From an optimization exercise on the open Yosys and OpenROAD flow, aimed at small area, a short achievable clock period and few clock cycles per item; shortcuts taken in it are not production practice. No functional check of the RTL was part of any run shown here. Power and IR drop assume default switching activity.

==> flow/design.v (outline; a module is shown in full before it is edited, if it fits) <==
// module fa: 4 lines
// module ha: 4 lines
// module mac_lane: 804 lines
// module relu_neuron_array: 74 lines
module relu_neuron_array
#(
    parameter int N          = 18,
    parameter int LANES      = 4,
    parameter int K_MAX      = 256,
    parameter int SHIFT      = 18,
    parameter int LEAK_SHIFT = 3
) (
    input  logic                 clk,
    input  logic                 rst,
    input  logic                 in_valid,
    output logic                 in_ready,
    input  logic                 in_last,
    input  logic [N-1:0]         in_x,
    input  logic [LANES*N-1:0]   in_w,
    output logic                 out_valid,
    input  logic                 out_ready,
    output logic [LANES*N-1:0]   out_data,
    output logic                 err_ovf
);
  // ...
==> flow/flow/run.sh <==
#!/bin/bash
cp standard.sh standard.sh.log
bash standard.sh finish SETUP_SLACK_MARGIN=6.6 "BUFFER_PORTS_ARGS=-buffer_cell sky130_fd_sc_hd__buf_2" > standard.log 2>&1
==> flow/standard.sh <==
#!/bin/bash
# synth_recipe.tcl (not shown) runs the flow's synth.tcl, then flattens the netlist and writes it again
# the make line also repeats each setting of config.mk as NAME=value (left out here)
make -C /OpenROAD-flow-scripts/flow DESIGN_CONFIG=/design/flow/config.mk WORK_HOME=/design/flow/orfs CLKGATE_MAP_FILE= SYNTH_SCRIPT=/design/flow/synth_recipe.tcl "${@:-finish}"
==> flow/config.mk <==
export PLATFORM = sky130hd
export DESIGN_NAME = relu_neuron_array
export DESIGN_NICKNAME = relu_neuron_array
export VERILOG_FILES = /design/flow/design.v
export SDC_FILE = /design/flow/constraint.sdc
export NUM_CORES = 4
export LEC_CHECK = 0
export CAP_MARGIN = 20
export CORE_MARGIN = 2
export CORE_UTILIZATION = 65
export CTS_BUF_LIST = sky130_fd_sc_hd__clkbuf_4 sky130_fd_sc_hd__clkbuf_8
export SLEW_MARGIN = 20
export SYNTH_HIERARCHICAL = 1
export SYNTH_MINIMUM_KEEP_SIZE = 0
==> flow/constraint.sdc <==
create_clock -name core_clock -period 10.0 [get_ports {clk}]
set_input_delay 2.0000 -clock core_clock [delete_from_list [all_inputs] [get_ports {clk}]]
set_output_delay 2.0000 -clock core_clock [all_outputs]
set_load 0.01 [all_outputs]
==> flow_metrics.tcl, run 1 <==
set metrics [dict create \
    status "no timing/DRC/antenna violations" \
    fin_tns_setup_ns 0 \
    hold_viol_final 0 \
    viasPerCell 6.08 \
    startpoint "rdy_q$_DFF_PN1_" \
    cp_top_family "flip-flops" \
    final_cells 5943 \
    ys_types 63 \
    worst_pin_slew_ns 0.890 \
    reg2reg_slack_ns 6.62 \
    worstSetupStartpointType "flip-flop" \
    num-nonclk-inverters 171 \
    final_common_cell "xnor2_1" \
    grt_overflow 0 \
    area_growth_pct 11.0 \
    worst_path_largest_cell_delay_ns 0.54 \
    grt_max_degree 107 \
    p_comb_share_pct 66.8 \
    setup_viol 0 \
    cp-endpoint "in_ready" \
    register_area_mm2 0.0126 \
    grt.total_usage_pct 32.2 \
    antenna_found_initial 7 \
    worst-path-buf-inv 1 \
    critical_path_class "flip-flop to primary output" \
    synth_top_family_by_area "adder cells" \
    gp_congestion 0.910 \
    syn_avg_cell_area_um2 10.7 \
    synth-compound-area-share_pct 15.3 \
    wl_met3_um 10300 \
    nWellTaps 1040 \
    p_sw_mw 8.76 \
    synthMuxAreaShare_pct 0.160 \
    p_per_area_mw_per_mm2 354 \
    grt_pass1_vias 37279 \
    start_util_pct 65.7 \
    htreeDepth 3 \
    grt_pass1_wl_um 206000 \
    peakVddDrop_mv 0.357 \
    clk_latency_ns 0.77 \
]
==> module mac_lane, before the edit <==
module mac_lane (
    input  logic        clk,
    input  logic        fire,   
    input  logic [17:0] x,
    input  logic [17:0] w,
    input  logic        keep_d0,  
    input  logic        keep_d1,  
    input  logic        mv,     
    output logic [16:0] res
);
    logic [8:0]  one_q, two_q, neg_q;    
    logic [17:0] w_q;
    logic        keep0, clr0, keep1, clr1;   
    logic [18:0] xe;
    assign xe = {x, 1'b0};
    always_ff @(posedge clk) begin
        for (int j = 0; j < 9; j++) begin
            one_q[j] <= fire && (xe[2*j+1] ^ xe[2*j]);
            two_q[j] <= fire && ((xe[2*j+2] && !xe[2*j+1] && !xe[2*j]) ||
                                 (!xe[2*j+2] && xe[2*j+1] && xe[2*j]));
            neg_q[j] <= fire && xe[2*j+2];
        end
        w_q <= w;
        keep0 <= keep_d0;
        clr0  <= !keep_d0;
        keep1 <= keep_d1;
        clr1  <= !keep_d1;
    end
    logic [43:0] acc0_q, acc0_d;
    logic [33:7] acc1_q, acc1_d;
    logic lc_q, lc_d;
    wire s0, c0;
    ha u_s0 (neg_q[6], (acc0_q[12] & keep0), s0, c0);
    wire s1, c1;
    ha u_s1 ((acc0_q[13] & keep0), (acc1_q[13] & ~clr0), s1, c1);
    wire s2, c2;
    fa u_s2 (neg_q[7], (acc0_q[14] & keep0), (acc1_q[14] & ~clr0), s2, c2);
    wire s3, c3;
    ha u_s3 ((((one_q[0] & w_q[14]) | (two_q[0] & w_q[13])) ^ neg_q[0]), (((one_q[1] & w_q[12]) | (two_q[1] & w_q[11])) ^ neg_q[1]), s3, c3);
    wire s4, c4;
    fa u_s4 ((acc0_q[15] & keep0), (acc1_q[15] & ~clr0), (((one_q[0] & w_q[15]) | (two_q[0] & w_q[14])) ^ neg_q[0]), s4, c4);
    wire s5, c5;
    ha u_s5 ((((one_q[1] & w_q[13]) | (two_q[1] & w_q[12])) ^ neg_q[1]), (((one_q[2] & w_q[11]) | (two_q[2] & w_q[10])) ^ neg_q[2]), s5, c5);
    wire s6, c6;
    fa u_s6 (neg_q[8], (acc0_q[16] & keep0), (acc1_q[16] & ~clr0), s6, c6);
    wire s7, c7;
    fa u_s7 ((((one_q[0] & w_q[16]) | (two_q[0] & w_q[15])) ^ neg_q[0]), (((one_q[1] & w_q[14]) | (two_q[1] & w_q[13])) ^ neg_q[1]), (((one_q[2] & w_q[12]) | (two_q[2] & w_q[11])) ^ neg_q[2]), s7, c7);
    wire s8, c8;
    ha u_s8 ((((one_q[3] & w_q[10]) | (two_q[3] & w_q[9])) ^ neg_q[3]), (((one_q[4] & w_q[8]) | (two_q[4] & w_q[7])) ^ neg_q[4]), s8, c8);
    wire s9, c9;
    fa u_s9 ((acc0_q[17] & keep0), (acc1_q[17] & ~clr0), (((one_q[0] & w_q[17]) | (two_q[0] & w_q[16])) ^ neg_q[0]), s9, c9);
    wire s10, c10;
    fa u_s10 ((((one_q[1] & w_q[15]) | (two_q[1] & w_q[14])) ^ neg_q[1]), (((one_q[2] & w_q[13]) | (two_q[2] & w_q[12])) ^ neg_q[2]), (((one_q[3] & w_q[11]) | (two_q[3] & w_q[10])) ^ neg_q[3]), s10, c10);
    wire s11, c11;
    ha u_s11 ((((one_q[4] & w_q[9]) | (two_q[4] & w_q[8])) ^ neg_q[4]), (((one_q[5] & w_q[7]) | (two_q[5] & w_q[6])) ^ neg_q[5]), s11, c11);
    wire s12, c12;
    assign s12 = ~((acc0_q[18] & keep0) ^ (acc1_q[18] & ~clr0));
    assign c12 = (acc0_q[18] & keep0) | (acc1_q[18] & ~clr0);
    wire s13, c13;
    fa u_s13 (~(((one_q[0] | two_q[0]) & w_q[17]) ^ neg_q[0]), (((one_q[1] & w_q[16]) | (two_q[1] & w_q[15])) ^ neg_q[1]), (((one_q[2] & w_q[14]) | (two_q[2] & w_q[13])) ^ neg_q[2]), s13, c13);
    wire s14, c14;
    fa u_s14 ((((one_q[3] & w_q[12]) | (two_q[3] & w_q[11])) ^ neg_q[3]), (((one_q[4] & w_q[10]) | (two_q[4] & w_q[9])) ^ neg_q[4]), (((one_q[5] & w_q[8]) | (two_q[5] & w_q[7])) ^ neg_q[5]), s14, c14);
    wire s15, c15;
    assign s15 = ~((acc0_q[19] & keep0) ^ (acc1_q[19] & ~clr0));
    assign c15 = (acc0_q[19] & keep0) | (acc1_q[19] & ~clr0);
    wire s16, c16;
    fa u_s16 ((((one_q[1] & w_q[17]) | (two_q[1] & w_q[16])) ^ neg_q[1]), (((one_q[2] & w_q[15]) | (two_q[2] & w_q[14])) ^ neg_q[2]), (((one_q[3] & w_q[13]) | (two_q[3] & w_q[12])) ^ neg_q[3]), s16, c16);
    wire s17, c17;
    ha u_s17 ((((one_q[4] & w_q[11]) | (two_q[4] & w_q[10])) ^ neg_q[4]), (((one_q[5] & w_q[9]) | (two_q[5] & w_q[8])) ^ neg_q[5]), s17, c17);
    wire s18, c18;
    fa u_s18 ((acc0_q[20] & keep0), (acc1_q[20] & ~clr0), ~(((one_q[1] | two_q[1]) & w_q[17]) ^ neg_q[1]), s18, c18);
    wire s19, c19;
    fa u_s19 ((((one_q[2] & w_q[16]) | (two_q[2] & w_q[15])) ^ neg_q[2]), (((one_q[3] & w_q[14]) | (two_q[3] & w_q[13])) ^ neg_q[3]), (((one_q[4] & w_q[12]) | (two_q[4] & w_q[11])) ^ neg_q[4]), s19, c19);
    wire s20, c20;
    assign s20 = ~((acc0_q[21] & keep0) ^ (acc1_q[21] & ~clr0));
    assign c20 = (acc0_q[21] & keep0) | (acc1_q[21] & ~clr0);
    wire s21, c21;
    ha u_s21 ((((one_q[2] & w_q[17]) | (two_q[2] & w_q[16])) ^ neg_q[2]), (((one_q[3] & w_q[15]) | (two_q[3] & w_q[14])) ^ neg_q[3]), s21, c21);
    wire s22, c22;
    fa u_s22 ((acc0_q[22] & keep1), (acc1_q[22] & ~clr1), ~(((one_q[2] | two_q[2]) & w_q[17]) ^ neg_q[2]), s22, c22);
    wire s23, c23;
    assign s23 = ~(acc0_q[23] & keep1);
    assign c23 = (acc0_q[23] & keep1);
    wire s24, c24;
    ha u_s24 ((acc0_q[7] & keep0), (acc1_q[7] & ~clr0), s24, c24);
    wire s25, c25;
    fa u_s25 (neg_q[4], (acc0_q[8] & keep0), (acc1_q[8] & ~clr0), s25, c25);
    wire s26, c26;
    ha u_s26 ((((one_q[0] & w_q[8]) | (two_q[0] & w_q[7])) ^ neg_q[0]), (((one_q[1] & w_q[6]) | (two_q[1] & w_q[5])) ^ neg_q[1]), s26, c26);
    wire s27, c27;
    fa u_s27 ((acc0_q[9] & keep0), (acc1_q[9] & ~clr0), (((one_q[0] & w_q[9]) | (two_q[0] & w_q[8])) ^ neg_q[0]), s27, c27);
    wire s28, c28;
    ha u_s28 ((((one_q[1] & w_q[7]) | (two_q[1] & w_q[6])) ^ neg_q[1]), (((one_q[2] & w_q[5]) | (two_q[2] & w_q[4])) ^ neg_q[2]), s28, c28);
    wire s29, c29;
    fa u_s29 (neg_q[5], (acc0_q[10] & keep0), (acc1_q[10] & ~clr0), s29, c29);
    wire s30, c30;
    fa u_s30 ((((one_q[0] & w_q[10]) | (two_q[0] & w_q[9])) ^ neg_q[0]), (((one_q[1] & w_q[8]) | (two_q[1] & w_q[7])) ^ neg_q[1]), (((one_q[2] & w_q[6]) | (two_q[2] & w_q[5])) ^ neg_q[2]), s30, c30);
    wire s31, c31;
    ha u_s31 ((((one_q[3] & w_q[4]) | (two_q[3] & w_q[3])) ^ neg_q[3]), (((one_q[4] & w_q[2]) | (two_q[4] & w_q[1])) ^ neg_q[4]), s31, c31);
    wire s32, c32;
    fa u_s32 ((acc0_q[11] & keep0), (acc1_q[11] & ~clr0), (((one_q[0] & w_q[11]) | (two_q[0] & w_q[10])) ^ neg_q[0]), s32, c32);
    wire s33, c33;
    fa u_s33 ((((one_q[1] & w_q[9]) | (two_q[1] & w_q[8])) ^ neg_q[1]), (((one_q[2] & w_q[7]) | (two_q[2] & w_q[6])) ^ neg_q[2]), (((one_q[3] & w_q[5]) | (two_q[3] & w_q[4])) ^ neg_q[3]), s33, c33);
    wire s34, c34;
    ha u_s34 ((((one_q[4] & w_q[3]) | (two_q[4] & w_q[2])) ^ neg_q[4]), (((one_q[5] & w_q[1]) | (two_q[5] & w_q[0])) ^ neg_q[5]), s34, c34);
    wire s35, c35;
    fa u_s35 ((acc1_q[12] & ~clr0), (((one_q[0] & w_q[12]) | (two_q[0] & w_q[11])) ^ neg_q[0]), (((one_q[1] & w_q[10]) | (two_q[1] & w_q[9])) ^ neg_q[1]), s35, c35);
    wire s36, c36;
    fa u_s36 ((((one_q[2] & w_q[8]) | (two_q[2] & w_q[7])) ^ neg_q[2]), (((one_q[3] & w_q[6]) | (two_q[3] & w_q[5])) ^ neg_q[3]), (((one_q[4] & w_q[4]) | (two_q[4] & w_q[3])) ^ neg_q[4]), s36, c36);
    wire s37, c37;
    fa u_s37 ((((one_q[5] & w_q[2]) | (two_q[5] & w_q[1])) ^ neg_q[5]), ((one_q[6] & w_q[0]) ^ neg_q[6]), s0, s37, c37);
    wire s38, c38;
    fa u_s38 ((((one_q[0] & w_q[13]) | (two_q[0] & w_q[12])) ^ neg_q[0]), (((one_q[1] & w_q[11]) | (two_q[1] & w_q[10])) ^ neg_q[1]), (((one_q[2] & w_q[9]) | (two_q[2] & w_q[8])) ^ neg_q[2]), s38, c38);
    wire s39, c39;
    fa u_s39 ((((one_q[3] & w_q[7]) | (two_q[3] & w_q[6])) ^ neg_q[3]), (((one_q[4] & w_q[5]) | (two_q[4] & w_q[4])) ^ neg_q[4]), (((one_q[5] & w_q[3]) | (two_q[5] & w_q[2])) ^ neg_q[5]), s39, c39);
    wire s40, c40;
    fa u_s40 ((((one_q[6] & w_q[1]) | (two_q[6] & w_q[0])) ^ neg_q[6]), c0, s1, s40, c40);
    wire s41, c41;
    fa u_s41 ((((one_q[2] & w_q[10]) | (two_q[2] & w_q[9])) ^ neg_q[2]), (((one_q[3] & w_q[8]) | (two_q[3] & w_q[7])) ^ neg_q[3]), (((one_q[4] & w_q[6]) | (two_q[4] & w_q[5])) ^ neg_q[4]), s41, c41);
    wire s42, c42;
    fa u_s42 ((((one_q[5] & w_q[4]) | (two_q[5] & w_q[3])) ^ neg_q[5]), (((one_q[6] & w_q[2]) | (two_q[6] & w_q[1])) ^ neg_q[6]), ((one_q[7] & w_q[0]) ^ neg_q[7]), s42, c42);
    wire s43, c43;
    fa u_s43 (c1, s2, s3, s43, c43);
    wire s44, c44;
    fa u_s44 ((((one_q[3] & w_q[9]) | (two_q[3] & w_q[8])) ^ neg_q[3]), (((one_q[4] & w_q[7]) | (two_q[4] & w_q[6])) ^ neg_q[4]), (((one_q[5] & w_q[5]) | (two_q[5] & w_q[4])) ^ neg_q[5]), s44, c44);
    wire s45, c45;
    fa u_s45 ((((one_q[6] & w_q[3]) | (two_q[6] & w_q[2])) ^ neg_q[6]), (((one_q[7] & w_q[1]) | (two_q[7] & w_q[0])) ^ neg_q[7]), c2, s45, c45);
    wire s46, c46;
    fa u_s46 (c3, s5, s4, s46, c46);
    wire s47, c47;
    fa u_s47 ((((one_q[5] & w_q[6]) | (two_q[5] & w_q[5])) ^ neg_q[5]), (((one_q[6] & w_q[4]) | (two_q[6] & w_q[3])) ^ neg_q[6]), (((one_q[7] & w_q[2]) | (two_q[7] & w_q[1])) ^ neg_q[7]), s47, c47);
    wire s48, c48;
    fa u_s48 (((one_q[8] & w_q[0]) ^ neg_q[8]), c5, s6, s48, c48);
    wire s49, c49;
    fa u_s49 (s8, c4, s7, s49, c49);
    wire s50, c50;
    fa u_s50 ((((one_q[6] & w_q[5]) | (two_q[6] & w_q[4])) ^ neg_q[6]), (((one_q[7] & w_q[3]) | (two_q[7] & w_q[2])) ^ neg_q[7]), (((one_q[8] & w_q[1]) | (two_q[8] & w_q[0])) ^ neg_q[8]), s50, c50);
    wire s51, c51;
    fa u_s51 (c6, c8, s11, s51, c51);
    wire s52, c52;
    fa u_s52 (c7, s9, s10, s52, c52);
    wire s53, c53;
    fa u_s53 ((((one_q[6] & w_q[6]) | (two_q[6] & w_q[5])) ^ neg_q[6]), (((one_q[7] & w_q[4]) | (two_q[7] & w_q[3])) ^ neg_q[7]), (((one_q[8] & w_q[2]) | (two_q[8] & w_q[1])) ^ neg_q[8]), s53, c53);
    wire s54, c54;
    fa u_s54 (c11, s12, c9, s54, c54);
    wire s55, c55;
    fa u_s55 (c10, s13, s14, s55, c55);
    wire s56, c56;
    fa u_s56 ((((one_q[6] & w_q[7]) | (two_q[6] & w_q[6])) ^ neg_q[6]), (((one_q[7] & w_q[5]) | (two_q[7] & w_q[4])) ^ neg_q[7]), (((one_q[8] & w_q[3]) | (two_q[8] & w_q[2])) ^ neg_q[8]), s56, c56);
    wire s57, c57;
    fa u_s57 (c12, s15, s17, s57, c57);
    wire s58, c58;
    fa u_s58 (c13, c14, s16, s58, c58);
    wire s59, c59;
    fa u_s59 ((((one_q[5] & w_q[10]) | (two_q[5] & w_q[9])) ^ neg_q[5]), (((one_q[6] & w_q[8]) | (two_q[6] & w_q[7])) ^ neg_q[6]), (((one_q[7] & w_q[6]) | (two_q[7] & w_q[5])) ^ neg_q[7]), s59, c59);
    wire s60, c60;
    fa u_s60 ((((one_q[8] & w_q[4]) | (two_q[8] & w_q[3])) ^ neg_q[8]), c15, c17, s60, c60);
    wire s61, c61;
    fa u_s61 (c16, s18, s19, s61, c61);
    wire s62, c62;
    fa u_s62 ((((one_q[4] & w_q[13]) | (two_q[4] & w_q[12])) ^ neg_q[4]), (((one_q[5] & w_q[11]) | (two_q[5] & w_q[10])) ^ neg_q[5]), (((one_q[6] & w_q[9]) | (two_q[6] & w_q[8])) ^ neg_q[6]), s62, c62);
    wire s63, c63;
    fa u_s63 ((((one_q[7] & w_q[7]) | (two_q[7] & w_q[6])) ^ neg_q[7]), (((one_q[8] & w_q[5]) | (two_q[8] & w_q[4])) ^ neg_q[8]), s20, s63, c63);
    wire s64, c64;
    fa u_s64 (s21, c18, c19, s64, c64);
    wire s65, c65;
    fa u_s65 ((((one_q[3] & w_q[16]) | (two_q[3] & w_q[15])) ^ neg_q[3]), (((one_q[4] & w_q[14]) | (two_q[4] & w_q[13])) ^ neg_q[4]), (((one_q[5] & w_q[12]) | (two_q[5] & w_q[11])) ^ neg_q[5]), s65, c65);
    wire s66, c66;
    fa u_s66 ((((one_q[6] & w_q[10]) | (two_q[6] & w_q[9])) ^ neg_q[6]), (((one_q[7] & w_q[8]) | (two_q[7] & w_q[7])) ^ neg_q[7]), (((one_q[8] & w_q[6]) | (two_q[8] & w_q[5])) ^ neg_q[8]), s66, c66);
    wire s67, c67;
    fa u_s67 (c20, c21, s22, s67, c67);
    wire s68, c68;
    fa u_s68 ((acc1_q[23] & ~clr1), (((one_q[3] & w_q[17]) | (two_q[3] & w_q[16])) ^ neg_q[3]), (((one_q[4] & w_q[15]) | (two_q[4] & w_q[14])) ^ neg_q[4]), s68, c68);
    wire s69, c69;
    fa u_s69 ((((one_q[5] & w_q[13]) | (two_q[5] & w_q[12])) ^ neg_q[5]), (((one_q[6] & w_q[11]) | (two_q[6] & w_q[10])) ^ neg_q[6]), (((one_q[7] & w_q[9]) | (two_q[7] & w_q[8])) ^ neg_q[7]), s69, c69);
    wire s70, c70;
    fa u_s70 ((((one_q[8] & w_q[7]) | (two_q[8] & w_q[6])) ^ neg_q[8]), s23, c22, s70, c70);
    wire s71, c71;
    fa u_s71 ((acc0_q[24] & keep1), (acc1_q[24] & ~clr1), ~(((one_q[3] | two_q[3]) & w_q[17]) ^ neg_q[3]), s71, c71);
    wire s72, c72;
    fa u_s72 ((((one_q[4] & w_q[16]) | (two_q[4] & w_q[15])) ^ neg_q[4]), (((one_q[5] & w_q[14]) | (two_q[5] & w_q[13])) ^ neg_q[5]), (((one_q[6] & w_q[12]) | (two_q[6] & w_q[11])) ^ neg_q[6]), s72, c72);
    wire s73, c73;
    fa u_s73 ((((one_q[7] & w_q[10]) | (two_q[7] & w_q[9])) ^ neg_q[7]), (((one_q[8] & w_q[8]) | (two_q[8] & w_q[7])) ^ neg_q[8]), c23, s73, c73);
    wire s74, c74;
    assign s74 = ~((acc0_q[25] & keep1) ^ (acc1_q[25] & ~clr1));
    assign c74 = (acc0_q[25] & keep1) | (acc1_q[25] & ~clr1);
    wire s75, c75;
    fa u_s75 ((((one_q[4] & w_q[17]) | (two_q[4] & w_q[16])) ^ neg_q[4]), (((one_q[5] & w_q[15]) | (two_q[5] & w_q[14])) ^ neg_q[5]), (((one_q[6] & w_q[13]) | (two_q[6] & w_q[12])) ^ neg_q[6]), s75, c75);
    wire s76, c76;
    ha u_s76 ((((one_q[7] & w_q[11]) | (two_q[7] & w_q[10])) ^ neg_q[7]), (((one_q[8] & w_q[9]) | (two_q[8] & w_q[8])) ^ neg_q[8]), s76, c76);
    wire s77, c77;
    fa u_s77 ((acc0_q[26] & keep1), (acc1_q[26] & ~clr1), ~(((one_q[4] | two_q[4]) & w_q[17]) ^ neg_q[4]), s77, c77);
    wire s78, c78;
    fa u_s78 ((((one_q[5] & w_q[16]) | (two_q[5] & w_q[15])) ^ neg_q[5]), (((one_q[6] & w_q[14]) | (two_q[6] & w_q[13])) ^ neg_q[6]), (((one_q[7] & w_q[12]) | (two_q[7] & w_q[11])) ^ neg_q[7]), s78, c78);
    wire s79, c79;
    assign s79 = ~((acc0_q[27] & keep1) ^ (acc1_q[27] & ~clr1));
    assign c79 = (acc0_q[27] & keep1) | (acc1_q[27] & ~clr1);
    wire s80, c80;
    ha u_s80 ((((one_q[5] & w_q[17]) | (two_q[5] & w_q[16])) ^ neg_q[5]), (((one_q[6] & w_q[15]) | (two_q[6] & w_q[14])) ^ neg_q[6]), s80, c80);
    wire s81, c81;
    fa u_s81 ((acc0_q[28] & keep1), (acc1_q[28] & ~clr1), ~(((one_q[5] | two_q[5]) & w_q[17]) ^ neg_q[5]), s81, c81);
    wire s82, c82;
    assign s82 = ~(acc0_q[29] & keep1);
    assign c82 = (acc0_q[29] & keep1);
    wire s83, c83;
    ha u_s83 (neg_q[2], (acc0_q[4] & keep0), s83, c83);
    wire s84, c84;
    ha u_s84 ((acc0_q[5] & keep0), (((one_q[0] & w_q[5]) | (two_q[0] & w_q[4])) ^ neg_q[0]), s84, c84);
    wire s85, c85;
    fa u_s85 (neg_q[3], (acc0_q[6] & keep0), (((one_q[0] & w_q[6]) | (two_q[0] & w_q[5])) ^ neg_q[0]), s85, c85);
    wire s86, c86;
    ha u_s86 ((((one_q[1] & w_q[4]) | (two_q[1] & w_q[3])) ^ neg_q[1]), (((one_q[2] & w_q[2]) | (two_q[2] & w_q[1])) ^ neg_q[2]), s86, c86);
    wire s87, c87;
    fa u_s87 ((lc_q & ~clr0), (((one_q[0] & w_q[7]) | (two_q[0] & w_q[6])) ^ neg_q[0]), (((one_q[1] & w_q[5]) | (two_q[1] & w_q[4])) ^ neg_q[1]), s87, c87);
    wire s88, c88;
    fa u_s88 ((((one_q[2] & w_q[3]) | (two_q[2] & w_q[2])) ^ neg_q[2]), (((one_q[3] & w_q[1]) | (two_q[3] & w_q[0])) ^ neg_q[3]), s24, s88, c88);
    wire s89, c89;
    fa u_s89 ((((one_q[2] & w_q[4]) | (two_q[2] & w_q[3])) ^ neg_q[2]), (((one_q[3] & w_q[2]) | (two_q[3] & w_q[1])) ^ neg_q[3]), ((one_q[4] & w_q[0]) ^ neg_q[4]), s89, c89);
    wire s90, c90;
    fa u_s90 (c24, s25, s26, s90, c90);
    wire s91, c91;
    fa u_s91 ((((one_q[3] & w_q[3]) | (two_q[3] & w_q[2])) ^ neg_q[3]), (((one_q[4] & w_q[1]) | (two_q[4] & w_q[0])) ^ neg_q[4]), c25, s91, c91);
    wire s92, c92;
    fa u_s92 (c26, s28, s27, s92, c92);
    wire s93, c93;
    fa u_s93 (((one_q[5] & w_q[0]) ^ neg_q[5]), c28, s29, s93, c93);
    wire s94, c94;
    fa u_s94 (s31, c27, s30, s94, c94);
    wire s95, c95;
    fa u_s95 (c29, c31, s34, s95, c95);
    wire s96, c96;
    fa u_s96 (c30, s32, s33, s96, c96);
    wire s97, c97;
    fa u_s97 (c34, c32, c33, s97, c97);
    wire s98, c98;
    fa u_s98 (s35, s36, s37, s98, c98);
    wire s99, c99;
    fa u_s99 (c35, c36, s38, s99, c99);
    wire s100, c100;
    fa u_s100 (s39, c37, s40, s100, c100);
    wire s101, c101;
    fa u_s101 (c38, c39, s41, s101, c101);
    wire s102, c102;
    fa u_s102 (s42, c40, s43, s102, c102);
    wire s103, c103;
    fa u_s103 (c41, c42, s44, s103, c103);
    wire s104, c104;
    fa u_s104 (s45, c43, s46, s104, c104);
    wire s105, c105;
    fa u_s105 (c44, s47, c45, s105, c105);
    wire s106, c106;
    fa u_s106 (s48, c46, s49, s106, c106);
    wire s107, c107;
    fa u_s107 (c47, s50, c48, s107, c107);
    wire s108, c108;
    fa u_s108 (s51, c49, s52, s108, c108);
    wire s109, c109;
    fa u_s109 (c50, s53, c51, s109, c109);
    wire s110, c110;
    fa u_s110 (s54, c52, s55, s110, c110);
    wire s111, c111;
    fa u_s111 (c53, s56, s57, s111, c111);
    wire s112, c112;
    fa u_s112 (c54, c55, s58, s112, c112);
    wire s113, c113;
    fa u_s113 (c56, s59, s60, s113, c113);
    wire s114, c114;
    fa u_s114 (c57, c58, s61, s114, c114);
    wire s115, c115;
    fa u_s115 (c59, s62, c60, s115, c115);
    wire s116, c116;
    fa u_s116 (s63, s64, c61, s116, c116);
    wire s117, c117;
    fa u_s117 (c62, s65, s66, s117, c117);
    wire s118, c118;
    fa u_s118 (c63, c64, s67, s118, c118);
    wire s119, c119;
    fa u_s119 (c65, c66, s68, s119, c119);
    wire s120, c120;
    fa u_s120 (s69, s70, c67, s120, c120);
    wire s121, c121;
    fa u_s121 (c68, c69, s71, s121, c121);
    wire s122, c122;
    fa u_s122 (s72, s73, c70, s122, c122);
    wire s123, c123;
    fa u_s123 (s74, s76, c71, s123, c123);
    wire s124, c124;
    fa u_s124 (c72, s75, c73, s124, c124);
    wire s125, c125;
    fa u_s125 ((((one_q[8] & w_q[10]) | (two_q[8] & w_q[9])) ^ neg_q[8]), c74, c76, s125, c125);
    wire s126, c126;
    fa u_s126 (c75, s77, s78, s126, c126);
    wire s127, c127;
    fa u_s127 ((((one_q[7] & w_q[13]) | (two_q[7] & w_q[12])) ^ neg_q[7]), (((one_q[8] & w_q[11]) | (two_q[8] & w_q[10])) ^ neg_q[8]), s79, s127, c127);
    wire s128, c128;
    fa u_s128 (s80, c77, c78, s128, c128);
    wire s129, c129;
    fa u_s129 ((((one_q[6] & w_q[16]) | (two_q[6] & w_q[15])) ^ neg_q[6]), (((one_q[7] & w_q[14]) | (two_q[7] & w_q[13])) ^ neg_q[7]), (((one_q[8] & w_q[12]) | (two_q[8] & w_q[11])) ^ neg_q[8]), s129, c129);
    wire s130, c130;
    fa u_s130 (c79, c80, s81, s130, c130);
    wire s131, c131;
    fa u_s131 ((acc1_q[29] & ~clr1), (((one_q[6] & w_q[17]) | (two_q[6] & w_q[16])) ^ neg_q[6]), (((one_q[7] & w_q[15]) | (two_q[7] & w_q[14])) ^ neg_q[7]), s131, c131);
    wire s132, c132;
    fa u_s132 ((((one_q[8] & w_q[13]) | (two_q[8] & w_q[12])) ^ neg_q[8]), s82, c81, s132, c132);
    wire s133, c133;
    fa u_s133 ((acc0_q[30] & keep1), (acc1_q[30] & ~clr1), ~(((one_q[6] | two_q[6]) & w_q[17]) ^ neg_q[6]), s133, c133);
    wire s134, c134;
    fa u_s134 ((((one_q[7] & w_q[16]) | (two_q[7] & w_q[15])) ^ neg_q[7]), (((one_q[8] & w_q[14]) | (two_q[8] & w_q[13])) ^ neg_q[8]), c82, s134, c134);
    wire s135, c135;
    assign s135 = ~((acc0_q[31] & keep1) ^ (acc1_q[31] & ~clr1));
    assign c135 = (acc0_q[31] & keep1) | (acc1_q[31] & ~clr1);
    wire s136, c136;
    ha u_s136 ((((one_q[7] & w_q[17]) | (two_q[7] & w_q[16])) ^ neg_q[7]), (((one_q[8] & w_q[15]) | (two_q[8] & w_q[14])) ^ neg_q[8]), s136, c136);
    wire s137, c137;
    fa u_s137 ((acc0_q[32] & keep1), (acc1_q[32] & ~clr1), ~(((one_q[7] | two_q[7]) & w_q[17]) ^ neg_q[7]), s137, c137);
    wire s138, c138;
    assign s138 = ~(acc0_q[33] & keep1);
    assign c138 = (acc0_q[33] & keep1);
    wire s139, c139;
    ha u_s139 (neg_q[1], (acc0_q[2] & keep0), s139, c139);
    wire s140, c140;
    ha u_s140 ((acc0_q[3] & keep0), (((one_q[0] & w_q[3]) | (two_q[0] & w_q[2])) ^ neg_q[0]), s140, c140);
    wire s141, c141;
    fa u_s141 ((((one_q[0] & w_q[4]) | (two_q[0] & w_q[3])) ^ neg_q[0]), (((one_q[1] & w_q[2]) | (two_q[1] & w_q[1])) ^ neg_q[1]), ((one_q[2] & w_q[0]) ^ neg_q[2]), s141, c141);
    wire s142, c142;
    fa u_s142 ((((one_q[1] & w_q[3]) | (two_q[1] & w_q[2])) ^ neg_q[1]), (((one_q[2] & w_q[1]) | (two_q[2] & w_q[0])) ^ neg_q[2]), c83, s142, c142);
    wire s143, c143;
    fa u_s143 (((one_q[3] & w_q[0]) ^ neg_q[3]), c84, s86, s143, c143);
    wire s144, c144;
    fa u_s144 (c86, c85, s87, s144, c144);
    wire s145, c145;
    fa u_s145 (c87, s89, c88, s145, c145);
    wire s146, c146;
    fa u_s146 (c89, s91, c90, s146, c146);
    wire s147, c147;
    fa u_s147 (c91, s93, c92, s147, c147);
    wire s148, c148;
    fa u_s148 (c93, s95, c94, s148, c148);
    wire s149, c149;
    fa u_s149 (c95, s97, c96, s149, c149);
    wire s150, c150;
    fa u_s150 (c97, s99, c98, s150, c150);
    wire s151, c151;
    fa u_s151 (c99, s101, c100, s151, c151);
    wire s152, c152;
    fa u_s152 (c101, s103, c102, s152, c152);
    wire s153, c153;
    fa u_s153 (c103, s105, c104, s153, c153);
    wire s154, c154;
    fa u_s154 (c105, s107, c106, s154, c154);
    wire s155, c155;
    fa u_s155 (c107, s109, c108, s155, c155);
    wire s156, c156;
    fa u_s156 (c109, s111, c110, s156, c156);
    wire s157, c157;
    fa u_s157 (s113, c111, c112, s157, c157);
    wire s158, c158;
    fa u_s158 (s115, c113, s116, s158, c158);
    wire s159, c159;
    fa u_s159 (s117, c115, c116, s159, c159);
    wire s160, c160;
    fa u_s160 (c117, s119, s120, s160, c160);
    wire s161, c161;
    fa u_s161 (c119, s121, s122, s161, c161);
    wire s162, c162;
    fa u_s162 (s123, c121, s124, s162, c162);
    wire s163, c163;
    fa u_s163 (s125, c123, s126, s163, c163);
    wire s164, c164;
    fa u_s164 (c125, s127, s128, s164, c164);
    wire s165, c165;
    fa u_s165 (s129, c127, c128, s165, c165);
    wire s166, c166;
    fa u_s166 (c129, s131, s132, s166, c166);
    wire s167, c167;
    fa u_s167 (c131, s133, s134, s167, c167);
    wire s168, c168;
    fa u_s168 (s135, s136, c133, s168, c168);
    wire s169, c169;
    fa u_s169 ((((one_q[8] & w_q[16]) | (two_q[8] & w_q[15])) ^ neg_q[8]), c135, c136, s169, c169);
    wire s170, c170;
    fa u_s170 ((acc1_q[33] & ~clr1), (((one_q[8] & w_q[17]) | (two_q[8] & w_q[16])) ^ neg_q[8]), s138, s170, c170);
    wire s171, c171;
    ha u_s171 ((acc0_q[34] & keep1), ~(((one_q[8] | two_q[8]) & w_q[17]) ^ neg_q[8]), s171, c171);
    wire s172, c172;
    ha u_s172 (neg_q[0], (acc0_q[0] & keep0), s172, c172);
    wire s173, c173;
    ha u_s173 ((acc0_q[1] & keep0), (((one_q[0] & w_q[1]) | (two_q[0] & w_q[0])) ^ neg_q[0]), s173, c173);
    wire s174, c174;
    fa u_s174 ((((one_q[0] & w_q[2]) | (two_q[0] & w_q[1])) ^ neg_q[0]), ((one_q[1] & w_q[0]) ^ neg_q[1]), s139, s174, c174);
    wire s175, c175;
    fa u_s175 ((((one_q[1] & w_q[1]) | (two_q[1] & w_q[0])) ^ neg_q[1]), c139, s140, s175, c175);
    wire s176, c176;
    fa u_s176 (s83, c140, s141, s176, c176);
    wire s177, c177;
    fa u_s177 (s84, c141, s142, s177, c177);
    wire s178, c178;
    fa u_s178 (s85, c142, s143, s178, c178);
    wire s179, c179;
    fa u_s179 (s88, c143, s144, s179, c179);
    wire s180, c180;
    fa u_s180 (s90, c144, s145, s180, c180);
    wire s181, c181;
    fa u_s181 (s92, c145, s146, s181, c181);
    wire s182, c182;
    fa u_s182 (s94, c146, s147, s182, c182);
    wire s183, c183;
    fa u_s183 (s96, c147, s148, s183, c183);
    wire s184, c184;
    fa u_s184 (s98, c148, s149, s184, c184);
    wire s185, c185;
    fa u_s185 (s100, c149, s150, s185, c185);
    wire s186, c186;
    fa u_s186 (s102, c150, s151, s186, c186);
    wire s187, c187;
    fa u_s187 (s104, c151, s152, s187, c187);
    wire s188, c188;
    fa u_s188 (s106, c152, s153, s188, c188);
    wire s189, c189;
    fa u_s189 (s108, c153, s154, s189, c189);
    wire s190, c190;
    fa u_s190 (s110, c154, s155, s190, c190);
    wire s191, c191;
    fa u_s191 (s112, c155, s156, s191, c191);
    wire s192, c192;
    fa u_s192 (s114, c156, s157, s192, c192);
    wire s193, c193;
    fa u_s193 (c114, c157, s158, s193, c193);
    wire s194, c194;
    fa u_s194 (s118, s159, c158, s194, c194);
    wire s195, c195;
    fa u_s195 (c118, c159, s160, s195, c195);
    wire s196, c196;
    fa u_s196 (c120, s161, c160, s196, c196);
    wire s197, c197;
    fa u_s197 (c122, s162, c161, s197, c197);
    wire s198, c198;
    fa u_s198 (c124, s163, c162, s198, c198);
    wire s199, c199;
    fa u_s199 (c126, s164, c163, s199, c199);
    wire s200, c200;
    fa u_s200 (s130, s165, c164, s200, c200);
    wire s201, c201;
    fa u_s201 (c130, c165, s166, s201, c201);
    wire s202, c202;
    fa u_s202 (c132, s167, c166, s202, c202);
    wire s203, c203;
    fa u_s203 (c134, s168, c167, s203, c203);
    wire s204, c204;
    fa u_s204 (s137, s169, c168, s204, c204);
    wire s205, c205;
    fa u_s205 (c137, s170, c169, s205, c205);
    wire s206, c206;
    fa u_s206 (c138, s171, c170, s206, c206);
    wire s207, c207;
    assign s207 = ~((acc0_q[35] & keep1) ^ c171);
    assign c207 = (acc0_q[35] & keep1) | c171;
    wire s208, c208;
    assign s208 = ~(acc0_q[36] & keep1);
    assign c208 = (acc0_q[36] & keep1);
    wire s209, c209;
    assign s209 = ~(acc0_q[37] & keep1);
    assign c209 = (acc0_q[37] & keep1);
    wire s210, c210;
    assign s210 = ~(acc0_q[38] & keep1);
    assign c210 = (acc0_q[38] & keep1);
    wire s211, c211;
    assign s211 = ~(acc0_q[39] & keep1);
    assign c211 = (acc0_q[39] & keep1);
    wire s212, c212;
    assign s212 = ~(acc0_q[40] & keep1);
    assign c212 = (acc0_q[40] & keep1);
    wire s213, c213;
    assign s213 = ~(acc0_q[41] & keep1);
    assign c213 = (acc0_q[41] & keep1);
    wire s214, c214;
    assign s214 = ~(acc0_q[42] & keep1);
    assign c214 = (acc0_q[42] & keep1);
    wire s215, c215;
    assign s215 = ~(acc0_q[43] & keep1);
    assign c215 = (acc0_q[43] & keep1);
    assign acc0_d[7] = s179;
    assign acc1_d[7] = c178;
    assign acc0_d[8] = s180;
    assign acc1_d[8] = c179;
    assign acc0_d[9] = s181;
    assign acc1_d[9] = c180;
    assign acc0_d[10] = s182;
    assign acc1_d[10] = c181;
    assign acc0_d[11] = s183;
    assign acc1_d[11] = c182;
    assign acc0_d[12] = s184;
    assign acc1_d[12] = c183;
    assign acc0_d[13] = s185;
    assign acc1_d[13] = c184;
    assign acc0_d[14] = s186;
    assign acc1_d[14] = c185;
    assign acc0_d[15] = s187;
    assign acc1_d[15] = c186;
    assign acc0_d[16] = s188;
    assign acc1_d[16] = c187;
    assign acc0_d[17] = s189;
    assign acc1_d[17] = c188;
    assign acc0_d[18] = s190;
    assign acc1_d[18] = c189;
    assign acc0_d[19] = s191;
    assign acc1_d[19] = c190;
    assign acc0_d[20] = s192;
    assign acc1_d[20] = c191;
    assign acc0_d[21] = s193;
    assign acc1_d[21] = c192;
    assign acc0_d[22] = s194;
    assign acc1_d[22] = c193;
    assign acc0_d[23] = s195;
    assign acc1_d[23] = c194;
    assign acc0_d[24] = s196;
    assign acc1_d[24] = c195;
    assign acc0_d[25] = s197;
    assign acc1_d[25] = c196;
    assign acc0_d[26] = s198;
    assign acc1_d[26] = c197;
    assign acc0_d[27] = s199;
    assign acc1_d[27] = c198;
    assign acc0_d[28] = s200;
    assign acc1_d[28] = c199;
    assign acc0_d[29] = s201;
    assign acc1_d[29] = c200;
    assign acc0_d[30] = s202;
    assign acc1_d[30] = c201;
    assign acc0_d[31] = s203;
    assign acc1_d[31] = c202;
    assign acc0_d[32] = s204;
    assign acc1_d[32] = c203;
    assign acc0_d[33] = s205;
    assign acc1_d[33] = c204;
    wire [6:0] lo_a, lo_b;
    assign lo_a[0] = ((one_q[0] & w_q[0]) ^ neg_q[0]);
    assign lo_b[0] = s172;
    assign lo_a[1] = s173;
    assign lo_b[1] = c172;
    assign lo_a[2] = s174;
    assign lo_b[2] = c173;
    assign lo_a[3] = s175;
    assign lo_b[3] = c174;
    assign lo_a[4] = s176;
    assign lo_b[4] = c175;
    assign lo_a[5] = s177;
    assign lo_b[5] = c176;
    assign lo_a[6] = s178;
    assign lo_b[6] = c177;
    assign {lc_d, acc0_d[6:0]} = {1'b0, lo_a} + {1'b0, lo_b};
    wire [43:34] hi_a, hi_b;
    assign hi_a[34] = s206;
    assign hi_b[34] = c205;
    assign hi_a[35] = s207;
    assign hi_b[35] = c206;
    assign hi_a[36] = s208;
    assign hi_b[36] = c207;
    assign hi_a[37] = s209;
    assign hi_b[37] = c208;
    assign hi_a[38] = s210;
    assign hi_b[38] = c209;
    assign hi_a[39] = s211;
    assign hi_b[39] = c210;
    assign hi_a[40] = s212;
    assign hi_b[40] = c211;
    assign hi_a[41] = s213;
    assign hi_b[41] = c212;
    assign hi_a[42] = s214;
    assign hi_b[42] = c213;
    assign hi_a[43] = s215;
    assign hi_b[43] = c214;
    assign acc0_d[43:34] = hi_a + hi_b;
    always_ff @(posedge clk) begin
        acc0_q <= acc0_d;
        acc1_q <= acc1_d;
        lc_q   <= lc_d;
    end
    wire [43:7] pg, gg;
    assign pg[7] = acc0_q[7] | acc1_q[7];
    assign gg[7] = acc0_q[7] & acc1_q[7];
    assign pg[8] = acc0_q[8] | acc1_q[8];
    assign gg[8] = acc0_q[8] & acc1_q[8];
    assign pg[9] = acc0_q[9] | acc1_q[9];
    assign gg[9] = acc0_q[9] & acc1_q[9];
    assign pg[10] = acc0_q[10] | acc1_q[10];
    assign gg[10] = acc0_q[10] & acc1_q[10];
    assign pg[11] = acc0_q[11] | acc1_q[11];
    assign gg[11] = acc0_q[11] & acc1_q[11];
    assign pg[12] = acc0_q[12] | acc1_q[12];
    assign gg[12] = acc0_q[12] & acc1_q[12];
    assign pg[13] = acc0_q[13] | acc1_q[13];
    assign gg[13] = acc0_q[13] & acc1_q[13];
    assign pg[14] = acc0_q[14] | acc1_q[14];
    assign gg[14] = acc0_q[14] & acc1_q[14];
    assign pg[15] = acc0_q[15] | acc1_q[15];
    assign gg[15] = acc0_q[15] & acc1_q[15];
    assign pg[16] = acc0_q[16] | acc1_q[16];
    assign gg[16] = acc0_q[16] & acc1_q[16];
    assign pg[17] = acc0_q[17] | acc1_q[17];
    assign gg[17] = acc0_q[17] & acc1_q[17];
    ha u_pg18 (acc0_q[18], acc1_q[18], pg[18], gg[18]);
    ha u_pg19 (acc0_q[19], acc1_q[19], pg[19], gg[19]);
    ha u_pg20 (acc0_q[20], acc1_q[20], pg[20], gg[20]);
    ha u_pg21 (acc0_q[21], acc1_q[21], pg[21], gg[21]);
    ha u_pg22 (acc0_q[22], acc1_q[22], pg[22], gg[22]);
    ha u_pg23 (acc0_q[23], acc1_q[23], pg[23], gg[23]);
    ha u_pg24 (acc0_q[24], acc1_q[24], pg[24], gg[24]);
    ha u_pg25 (acc0_q[25], acc1_q[25], pg[25], gg[25]);
    ha u_pg26 (acc0_q[26], acc1_q[26], pg[26], gg[26]);
    ha u_pg27 (acc0_q[27], acc1_q[27], pg[27], gg[27]);
    ha u_pg28 (acc0_q[28], acc1_q[28], pg[28], gg[28]);
    ha u_pg29 (acc0_q[29], acc1_q[29], pg[29], gg[29]);
    ha u_pg30 (acc0_q[30], acc1_q[30], pg[30], gg[30]);
    ha u_pg31 (acc0_q[31], acc1_q[31], pg[31], gg[31]);
    ha u_pg32 (acc0_q[32], acc1_q[32], pg[32], gg[32]);
    ha u_pg33 (acc0_q[33], acc1_q[33], pg[33], gg[33]);
    assign pg[34] = acc0_q[34];
    assign gg[34] = 1'b0;
    assign pg[35] = acc0_q[35];
    assign gg[35] = 1'b0;
    assign pg[36] = acc0_q[36];
    assign gg[36] = 1'b0;
    assign pg[37] = acc0_q[37];
    assign gg[37] = 1'b0;
    assign pg[38] = acc0_q[38];
    assign gg[38] = 1'b0;
    assign pg[39] = acc0_q[39];
    assign gg[39] = 1'b0;
    assign pg[40] = acc0_q[40];
    assign gg[40] = 1'b0;
    assign pg[41] = acc0_q[41];
    assign gg[41] = 1'b0;
    assign pg[42] = acc0_q[42];
    assign gg[42] = 1'b0;
    assign pg[43] = acc0_q[43];
    assign gg[43] = 1'b0;
    wire gl_16_17 = gg[17] | (pg[17] & gg[16]);
    wire pl_16_17 = pg[17] & pg[16];
    wire gl_15_17 = gl_16_17 | (pl_16_17 & gg[15]);
    wire pl_15_17 = pl_16_17 & pg[15];
    wire gl_13_14 = gg[14] | (pg[14] & gg[13]);
    wire pl_13_14 = pg[14] & pg[13];
    wire gl_12_14 = gl_13_14 | (pl_13_14 & gg[12]);
    wire pl_12_14 = pl_13_14 & pg[12];
    wire gl_12_17 = gl_15_17 | (pl_15_17 & gl_12_14);
    wire pl_12_17 = pl_15_17 & pl_12_14;
    wire gl_10_11 = gg[11] | (pg[11] & gg[10]);
    wire pl_10_11 = pg[11] & pg[10];
    wire gl_9_11 = gl_10_11 | (pl_10_11 & gg[9]);
    wire pl_9_11 = pl_10_11 & pg[9];
    wire gl_7_8 = gg[8] | (pg[8] & gg[7]);
    wire pl_7_8 = pg[8] & pg[7];
    wire gl_7_11 = gl_9_11 | (pl_9_11 & gl_7_8);
    wire pl_7_11 = pl_9_11 & pl_7_8;
    wire gl_7_17 = gl_12_17 | (pl_12_17 & gl_7_11);
    wire pl_7_17 = pl_12_17 & pl_7_11;
    wire cin18 = gl_7_17 | (pl_7_17 & lc_q);
    wire gs0_1 = gg[19] | (pg[19] & gg[18]);
    wire ps0_1 = pg[19] & pg[18];
    wire gs0_3 = gg[21] | (pg[21] & gg[20]);
    wire ps0_3 = pg[21] & pg[20];
    wire gs0_5 = gg[23] | (pg[23] & gg[22]);
    wire ps0_5 = pg[23] & pg[22];
    wire gs0_7 = gg[25] | (pg[25] & gg[24]);
    wire ps0_7 = pg[25] & pg[24];
    wire gs0_9 = gg[27] | (pg[27] & gg[26]);
    wire ps0_9 = pg[27] & pg[26];
    wire gs0_11 = gg[29] | (pg[29] & gg[28]);
    wire ps0_11 = pg[29] & pg[28];
    wire gs0_13 = gg[31] | (pg[31] & gg[30]);
    wire ps0_13 = pg[31] & pg[30];
    wire gs0_15 = gg[33] | (pg[33] & gg[32]);
    wire ps0_15 = pg[33] & pg[32];
    wire gs0_17 = gg[35] | (pg[35] & gg[34]);
    wire ps0_17 = pg[35] & pg[34];
    wire gs0_19 = gg[37] | (pg[37] & gg[36]);
    wire ps0_19 = pg[37] & pg[36];
    wire gs0_21 = gg[39] | (pg[39] & gg[38]);
    wire ps0_21 = pg[39] & pg[38];
    wire gs0_23 = gg[41] | (pg[41] & gg[40]);
    wire ps0_23 = pg[41] & pg[40];
    wire gs1_2 = gg[20] | (pg[20] & gs0_1);
    wire ps1_2 = pg[20] & ps0_1;
    wire gs1_3 = gs0_3 | (ps0_3 & gs0_1);
    wire ps1_3 = ps0_3 & ps0_1;
    wire gs1_6 = gg[24] | (pg[24] & gs0_5);
    wire ps1_6 = pg[24] & ps0_5;
    wire gs1_7 = gs0_7 | (ps0_7 & gs0_5);
    wire ps1_7 = ps0_7 & ps0_5;
    wire gs1_10 = gg[28] | (pg[28] & gs0_9);
    wire ps1_10 = pg[28] & ps0_9;
    wire gs1_11 = gs0_11 | (ps0_11 & gs0_9);
    wire ps1_11 = ps0_11 & ps0_9;
    wire gs1_14 = gg[32] | (pg[32] & gs0_13);
    wire ps1_14 = pg[32] & ps0_13;
    wire gs1_15 = gs0_15 | (ps0_15 & gs0_13);
    wire ps1_15 = ps0_15 & ps0_13;
    wire gs1_18 = gg[36] | (pg[36] & gs0_17);
    wire ps1_18 = pg[36] & ps0_17;
    wire gs1_19 = gs0_19 | (ps0_19 & gs0_17);
    wire ps1_19 = ps0_19 & ps0_17;
    wire gs1_22 = gg[40] | (pg[40] & gs0_21);
    wire ps1_22 = pg[40] & ps0_21;
    wire gs1_23 = gs0_23 | (ps0_23 & gs0_21);
    wire ps1_23 = ps0_23 & ps0_21;
    wire gs2_4 = gg[22] | (pg[22] & gs1_3);
    wire ps2_4 = pg[22] & ps1_3;
    wire gs2_5 = gs0_5 | (ps0_5 & gs1_3);
    wire ps2_5 = ps0_5 & ps1_3;
    wire gs2_6 = gs1_6 | (ps1_6 & gs1_3);
    wire ps2_6 = ps1_6 & ps1_3;
    wire gs2_7 = gs1_7 | (ps1_7 & gs1_3);
    wire ps2_7 = ps1_7 & ps1_3;
    wire gs2_12 = gg[30] | (pg[30] & gs1_11);
    wire ps2_12 = pg[30] & ps1_11;
    wire gs2_13 = gs0_13 | (ps0_13 & gs1_11);
    wire ps2_13 = ps0_13 & ps1_11;
    wire gs2_14 = gs1_14 | (ps1_14 & gs1_11);
    wire ps2_14 = ps1_14 & ps1_11;
    wire gs2_15 = gs1_15 | (ps1_15 & gs1_11);
    wire ps2_15 = ps1_15 & ps1_11;
    wire gs2_20 = gg[38] | (pg[38] & gs1_19);
    wire ps2_20 = pg[38] & ps1_19;
    wire gs2_21 = gs0_21 | (ps0_21 & gs1_19);
    wire ps2_21 = ps0_21 & ps1_19;
    wire gs2_22 = gs1_22 | (ps1_22 & gs1_19);
    wire ps2_22 = ps1_22 & ps1_19;
    wire gs2_23 = gs1_23 | (ps1_23 & gs1_19);
    wire ps2_23 = ps1_23 & ps1_19;
    wire gs3_8 = gg[26] | (pg[26] & gs2_7);
    wire ps3_8 = pg[26] & ps2_7;
    wire gs3_9 = gs0_9 | (ps0_9 & gs2_7);
    wire ps3_9 = ps0_9 & ps2_7;
    wire gs3_10 = gs1_10 | (ps1_10 & gs2_7);
    wire ps3_10 = ps1_10 & ps2_7;
    wire gs3_11 = gs1_11 | (ps1_11 & gs2_7);
    wire ps3_11 = ps1_11 & ps2_7;
    wire gs3_12 = gs2_12 | (ps2_12 & gs2_7);
    wire ps3_12 = ps2_12 & ps2_7;
    wire gs3_13 = gs2_13 | (ps2_13 & gs2_7);
    wire ps3_13 = ps2_13 & ps2_7;
    wire gs3_14 = gs2_14 | (ps2_14 & gs2_7);
    wire ps3_14 = ps2_14 & ps2_7;
    wire gs3_15 = gs2_15 | (ps2_15 & gs2_7);
    wire ps3_15 = ps2_15 & ps2_7;
    wire gs3_24 = gg[42] | (pg[42] & gs2_23);
    wire ps3_24 = pg[42] & ps2_23;
    wire gs4_16 = gg[34] | (pg[34] & gs3_15);
    wire ps4_16 = pg[34] & ps3_15;
    wire gs4_17 = gs0_17 | (ps0_17 & gs3_15);
    wire ps4_17 = ps0_17 & ps3_15;
    wire gs4_18 = gs1_18 | (ps1_18 & gs3_15);
    wire ps4_18 = ps1_18 & ps3_15;
    wire gs4_19 = gs1_19 | (ps1_19 & gs3_15);
    wire ps4_19 = ps1_19 & ps3_15;
    wire gs4_20 = gs2_20 | (ps2_20 & gs3_15);
    wire ps4_20 = ps2_20 & ps3_15;
    wire gs4_21 = gs2_21 | (ps2_21 & gs3_15);
    wire ps4_21 = ps2_21 & ps3_15;
    wire gs4_22 = gs2_22 | (ps2_22 & gs3_15);
    wire ps4_22 = ps2_22 & ps3_15;
    wire gs4_23 = gs2_23 | (ps2_23 & gs3_15);
    wire ps4_23 = ps2_23 & ps3_15;
    wire gs4_24 = gs3_24 | (ps3_24 & gs3_15);
    wire ps4_24 = ps3_24 & ps3_15;
    wire [43:18] cy, sum;
    assign cy[18] = cin18;
    assign cy[19] = gg[18] | (pg[18] & cin18);
    assign cy[20] = gs0_1 | (ps0_1 & cin18);
    assign cy[21] = gs1_2 | (ps1_2 & cin18);
    assign cy[22] = gs1_3 | (ps1_3 & cin18);
    assign cy[23] = gs2_4 | (ps2_4 & cin18);
    assign cy[24] = gs2_5 | (ps2_5 & cin18);
    assign cy[25] = gs2_6 | (ps2_6 & cin18);
    assign cy[26] = gs2_7 | (ps2_7 & cin18);
    assign cy[27] = gs3_8 | (ps3_8 & cin18);
    assign cy[28] = gs3_9 | (ps3_9 & cin18);
    assign cy[29] = gs3_10 | (ps3_10 & cin18);
    assign cy[30] = gs3_11 | (ps3_11 & cin18);
    assign cy[31] = gs3_12 | (ps3_12 & cin18);
    assign cy[32] = gs3_13 | (ps3_13 & cin18);
    assign cy[33] = gs3_14 | (ps3_14 & cin18);
    assign cy[34] = gs3_15 | (ps3_15 & cin18);
    assign cy[35] = gs4_16 | (ps4_16 & cin18);
    assign cy[36] = gs4_17 | (ps4_17 & cin18);
    assign cy[37] = gs4_18 | (ps4_18 & cin18);
    assign cy[38] = gs4_19 | (ps4_19 & cin18);
    assign cy[39] = gs4_20 | (ps4_20 & cin18);
    assign cy[40] = gs4_21 | (ps4_21 & cin18);
    assign cy[41] = gs4_22 | (ps4_22 & cin18);
    assign cy[42] = gs4_23 | (ps4_23 & cin18);
    assign cy[43] = gs4_24 | (ps4_24 & cin18);
    assign sum = pg[43:18] ^ cy;
    logic [16:0] act;
    always_comb begin
        if (sum[43])          act = 17'd0;
        else if (|sum[42:35]) act = 17'h1ffff;
        else                    act = sum[34:18];
    end
    always_ff @(posedge clk) begin
        if (mv) res <= act;
    end
endmodule
==> module relu_neuron_array, before the edit <==
module relu_neuron_array
#(
    parameter int N          = 18,
    parameter int LANES      = 4,
    parameter int K_MAX      = 256,
    parameter int SHIFT      = 18,
    parameter int LEAK_SHIFT = 3
) (
    input  logic                 clk,
    input  logic                 rst,
    input  logic                 in_valid,
    output logic                 in_ready,
    input  logic                 in_last,
    input  logic [N-1:0]         in_x,
    input  logic [LANES*N-1:0]   in_w,
    output logic                 out_valid,
    input  logic                 out_ready,
    output logic [LANES*N-1:0]   out_data,
    output logic                 err_ovf
);
    logic [7:0]      cnt_q;       
    logic            b_q;         
    logic            bc_q;        
    logic            start_q;     
    logic            p_q;         
    logic            v_q;         
    logic            err_q;
    logic fire, close, mv, keep_d;
    logic rdy_q, p_d, v_d;
    assign in_ready = rdy_q;
    assign fire     = in_valid && rdy_q;
    assign close    = fire && (in_last || (&cnt_q));
    assign mv       = p_q && (!v_q || out_ready);
    assign p_d      = bc_q || (p_q && !mv);
    assign v_d      = mv || (v_q && !out_ready);
    assign keep_d   = !(fire && (b_q ? bc_q : start_q));
    always_ff @(posedge clk or negedge rst) begin
        if (!rst) begin
            cnt_q   <= '0;
            b_q     <= 1'b0;
            bc_q    <= 1'b0;
            start_q <= 1'b1;
            rdy_q   <= 1'b1;
            p_q     <= 1'b0;
            v_q     <= 1'b0;
            err_q   <= 1'b0;
        end else begin
            if (close)      cnt_q <= '0;
            else if (fire)  cnt_q <= cnt_q + 8'd1;
            if (close && !in_last) err_q <= 1'b1;
            b_q  <= fire;
            bc_q <= close;
            if (b_q) start_q <= bc_q;
            p_q  <= p_d;
            v_q  <= v_d;
            rdy_q <= !((close && (v_d || p_d)) || (p_d && v_d));
        end
    end
    for (genvar i = 0; i < LANES; i++) begin : g_lane
        mac_lane u_lane (
            .clk  (clk),
            .fire (fire),
            .x    (in_x),
            .w    (in_w[i*N +: N]),
            .keep_d0 (keep_d),
            .keep_d1 (keep_d),
            .mv   (mv),
            .res  (out_data[i*N +: N-1])
        );
        assign out_data[i*N+N-1] = 1'b0;
    end
    assign out_valid = v_q;
    assign err_ovf   = err_q;
endmodule
==> inputs of run 2 (changes only) <==
--- a/flow/design.v
+++ b/flow/design.v
@@ -11,3 +11,3 @@
 endmodule
-module mac_lane (
+module booth_enc (
     input  logic        clk,
@@ -15,11 +15,6 @@
     input  logic [17:0] x,
-    input  logic [17:0] w,
-    input  logic        keep_d0,  
-    input  logic        keep_d1,  
-    input  logic        mv,     
-    output logic [16:0] res
+    output logic [8:0]  one_q,  
+    output logic [8:0]  two_q,  
+    output logic [8:0]  neg_q   
 );
-    logic [8:0]  one_q, two_q, neg_q;    
-    logic [17:0] w_q;
-    logic        keep0, clr0, keep1, clr1;   
     logic [18:0] xe;
@@ -33,2 +28,18 @@
         end
+    end
+endmodule
+module mac_lane (
+    input  logic        clk,
+    input  logic [8:0]  one_q,  
+    input  logic [8:0]  two_q,
+    input  logic [8:0]  neg_q,
+    input  logic [17:0] w,
+    input  logic        keep_d0,  
+    input  logic        keep_d1,  
+    input  logic        mv,     
+    output logic [16:0] res
+);
+    logic [17:0] w_q;
+    logic        keep0, clr0, keep1, clr1;   
+    always_ff @(posedge clk) begin
         w_q <= w;
@@ -873,2 +884,13 @@
     end
+    logic [8:0] one_q [1], two_q [1], neg_q [1];
+    for (genvar e = 0; e < 1; e++) begin : g_enc
+        booth_enc u_enc (
+            .clk   (clk),
+            .fire  (fire),
+            .x     (in_x),
+            .one_q (one_q[e]),
+            .two_q (two_q[e]),
+            .neg_q (neg_q[e])
+        );
+    end
     for (genvar i = 0; i < LANES; i++) begin : g_lane
@@ -876,4 +898,5 @@
             .clk  (clk),
-            .fire (fire),
-            .x    (in_x),
+            .one_q (one_q[0]),
+            .two_q (two_q[0]),
+            .neg_q (neg_q[0]),
             .w    (in_w[i*N +: N]),
==> run 2 against run 1 <==
Against the previous run: total power is 1.1% higher; first-iteration DRC count up 32%; critical path depth up 8; register-to-register slack worse by 0.09 ns; critical path type is now flip-flop to flip-flop; sequential cell count shrank 81; clock skew shrank 0.016 ns; critical endpoint is now g_lane[3].u_lane.acc0_q[20]$_DFF_P_; still clean on timing, DRC and antenna.
==> flow_metrics.tcl, run 2 <==
set metrics [dict create \
    rsz0062_at_grt "true" \
    cp.depth 9 \
    maxCapViolCount 0 \
    met3_usage_pct 12.0 \
    ys_ff_latch 486 \
    io_buffers 165 \
    area_growth_pct 17.4 \
    p_clk_share_pct 11.4 \
    layout_setup_ws_ns 6.53 \
    clk_latency_ns 0.73 \
    drive_above_1_share_pct 21.3 \
    hpwl_um 84900 \
    busiest_layer "met2" \
    antenna_left 0 \
    p_sw_mw 8.96 \
    status "no timing/DRC/antenna violations" \
    fp-row-count 99 \
    p_leak_nw 22.5 \
    max_slew_margin_pct 40.1 \
    holdWs_ns 0.484 \
    synth_common_cells "740 x xnor2_1, 704 x fa_1, 620 x a22oi_1" \
    p_sw_share_pct 44.3 \
    setup_viol 0 \
    cts_tree "yes" \
    drv_slew 0 \
    final_cells 5596 \
    gp_congestion 0.875 \
    worstPathArrival_ns 4.04 \
    min_path_type "flip-flop to flip-flop" \
    critical_path_class "flip-flop to flip-flop" \
    final_common_cell "xnor2_1" \
    clock_skew_ns 0.0404 \
    synth.cell_area_mm2 0.0478 \
    htreeDepth 3 \
    internal_power_mw 11.3 \
    p_seq_share_pct 18.6 \
    cpMostUsedCell "fa_2" \
    whs_path_depth 1 \
    syn_inst 4415 \
    worst_pin_slew_ns 0.898 \
    dpl.cell_count 5201 \
    drt-initial-drc-count 4132 \
    multi_input_area_mm2 0.0362 \
    fmax_mhz 288 \
    worstSetupStartpointType "flip-flop" \
    yosys.area.top_type "fa_1" \
    worst-path-buf-inv 2 \
    wl_um 154000 \
    start_util_pct 65.6 \
    rr_worst_depth 9 \
    cp_max_fo 7 \
    synth.most_common_cell "xnor2_1" \
    n_fill_cell 4792 \
    drcViolationCount 0 \
    wl_per_cell_um 27.6 \
    grt_pass1_wl_um 228000 \
    synth_top_area_share_pct 29.5 \
    p_comb_share_pct 69.9 \
    synth_flop_cell "dfxtp_1" \
    synth_edf_count 68 \
    root_buffer "clkbuf_8" \
    required_ns 10.57 \
    pin_count 170 \
    vias 36603 \
    cts.path.max_buffers 3 \
    antenna_found_initial 5 \
    numCtsBuffers 90 \
    syn_avg_cell_area_um2 10.8 \
    top_register "g_lane.u_lane.acc0_q" \
    dr.pass1.iters 8 \
    coreArea_mm2 0.0730 \
    grt_util_met2_pct 60.4 \
    cp_slowest_cell "fa_2" \
    cts.sinks 486 \
    holdBufCountCts 0 \
    viasPerCell 6.54 \
    fin_nets 5614 \
    end_kind "flip-flop" \
    clk_pin_slew_ns 0.06 \
    largest_registers "g_lane.u_lane.acc0_q: 176 flops, g_lane.u_lane.acc1_q: 108 flops, g_lane.u_lane.w_q: 72 flops" \
    preCtsSetupSlack_ns 5.52 \
    die_w_um 275 \
    post-route-period-util_pct 34.7 \
    peakVddDrop_mv 0.273 \
    ys_seq_area_share_pct 21.9 \
    yosys-top-cells-area "fa_1 29%, dfxtp_1 17%, xnor2_1 14%, a22oi_1 9.7%, ha_1 6.7%" \
    yosysWarnings 12 \
    dieArea_mm2 0.0758 \
    die_height_um 275 \
    grt_overflow 0 \
    register_area_mm2 0.0108 \
    largest_register_ffs 176 \
    grt_max_degree 69 \
    hold_viol_final 0 \
    finalCriticalPeriod_ns 3.47 \
    met1_usage_pct 52.8 \
    grt_pass1_vias 38534 \
    final_cell_mix "711 x xnor2_1, 640 x fa_1, 525 x a22oi_1" \
    worst_path_largest_cell_delay_ns 0.55 \
    synthArstFlopShare_pct 3.09 \
    grt.total_usage_pct 40.0 \
    cp_top_family "adder cells" \
    p_per_area_mw_per_mm2 360 \
    ys_types 71 \
    path_cells "buf_8 -> buf_4 -> a22oi_2 -> xnor2_1 -> fa_2 -> fa_1 -> fa_2 -> fa_2 -> fa_1" \
    fin_tns_setup_ns 0 \
]
[run 2: changes by cell type after synthesis, moves of 10 or more]
cell	delta
dfxtp_1	-81
buf_1	-16
xor2_1	-60
a21oi_1	+16
nand3_1	-12
and2_1	-88
o21ai_0	-31
nor3_1	-14
buf_6	+10
nor2_1	-55
a21o_1	-14
nand2_1	-76
xnor2_1	+38
[run 2: worst register-to-register path, delay by kind of cell (launching register included)]
| kind | cells | cell delay [ns] |
|---|---|---|
| XOR/XNOR | 1 | 0.19 |
| AO/OA/AOI/OAI | 1 | 0.18 |
| buffers and inverters | 2 | 0.30 |
| adder cells (fa/ha/maj) | 5 | 2.28 |
| flip-flops | 1 | 0.39 |
[run 2: worst paths after layout]
path	slack [ns]	to	from
max in group asynchronous	8.49	rdy_q$_DFF_PN1_	rst
setup / recovery	6.53	g_lane[3].u_lane.acc0_q[20]$_DFF_P_	g_enc[0].u_enc.one_q[3]$_DFF_P_
min in group asynchronous	1.18	cnt_q[2]$_DFFE_PN0P_	rst
hold reg to reg	0.48	err_q$_DFFE_PN0P_	err_q$_DFFE_PN0P_
setup reg to reg	6.53	g_lane[3].u_lane.acc0_q[20]$_DFF_P_	g_enc[0].u_enc.one_q[3]$_DFF_P_
hold / removal	0.48	err_q$_DFFE_PN0P_	err_q$_DFFE_PN0P_
[run 2: power groups by stage]
stage | clock [mW] | combinational [mW] | sequential (mW)
after CTS | 2.33 | 13.7 | 3.74
after global routing | 2.42 | 16.1 | 3.84
after detailed placement | 0 | 13.0 | 3.84
after floorplan | 0 | 10.1 | 3.51
final | 2.31 | 14.1 | 3.77
after global placement | 0 | 12.5 | 3.85
[run 2: cell type report]
class,instances,share of cell area (%)
flip-flops and latches,486,19.2
clock inverters,37,0.840
repair buffers,447,9.23
multi-input cells,3357,64.5
inverters,176,1.18
diodes,1,0.00446
well taps,959,2.14
clock buffers,133,2.97
[run 2: metal layers]
| layer | share of wire, % | up-vias |
|---|---|---|
| met2 | 43 | 2490 |
| met3 | 13 | 671 |
| met4 | 6.1 | 6 |
| met1 | 37 | 18087 |
| li1 | - | 15349 |
| met5 | 0.025 | - |
[run 2: kinds of logic after synthesis]
logic type / share of synthesized area [%]
xor gates and xnor gates: 15.0
and+or+nand+nor: 6.37
buffers and inverters: 4.70
adders and majority gates: 36.3
DFF: 21.9
other: 0.00784
AOI/OAI and AO/OA: 15.5
muxes: 0.256
[run 2: per-module statistics from Yosys (local to each module, per instance)]
module,cells inside,flops+latches,area [um^2]
booth_enc,81,27,952
fa,1,0,20.0
ha,1,0,12.5
mac_lane,853,111,7550
relu_neuron_array,66,15,741
[run 2: per-stage QoR]
step | util (%) | power (mW) | instance area [um^2]
2_1_floorplan | - | 13.6 | 48200
3_3_place_gp | 66.9 | 16.4 | 48800
3_5_place_dp | 66.9 | 16.9 | 48800
4_1_cts | 74.5 | 19.8 | 54300
5_1_grt | 77.0 | 22.4 | 56100
6_report | 77.0 | 20.2 | 56100
[run 2: repair_timing]
action                                  in CTS  in global routing
gates resized for setup                    314                252
endpoints found under the setup margin     250                113
cloned                                      30                 12
buffers inserted                           124                 57
pin swaps                                   50                173

==> re-timing with driven ports <==
The flow's constraints put no driver on any port. The routed layouts listed below were extracted and timed again, unchanged, in two steps.
Step 1 (the two cells are an assumption about what drives the block):
set clk [get_ports {clk}]
set_driving_cell -lib_cell sky130_fd_sc_hd__clkbuf_16 $clk
set_driving_cell -lib_cell sky130_fd_sc_hd__buf_2 [delete_from_list [all_inputs] $clk]
Step 2 also shifts input and output timing later by t, the mid clock arrival at the registers, as if the neighbouring blocks saw the same clock.
Slacks: ideal ports / drivers / drivers and shift; pairs: ideal ports / drivers.
run	t (ns)	setup slack, ns	worst setup path after step 2
run 1	0.803	6.604 / 6.541 / 6.286	input to register
run 2	0.768	6.529 / 6.529 / 6.089	input to register
After both steps setup and hold are still met in every run listed. For run 2, which loses most, drivers alone change the setup slack by 0.000 ns; drivers and shift together by -0.440 ns.
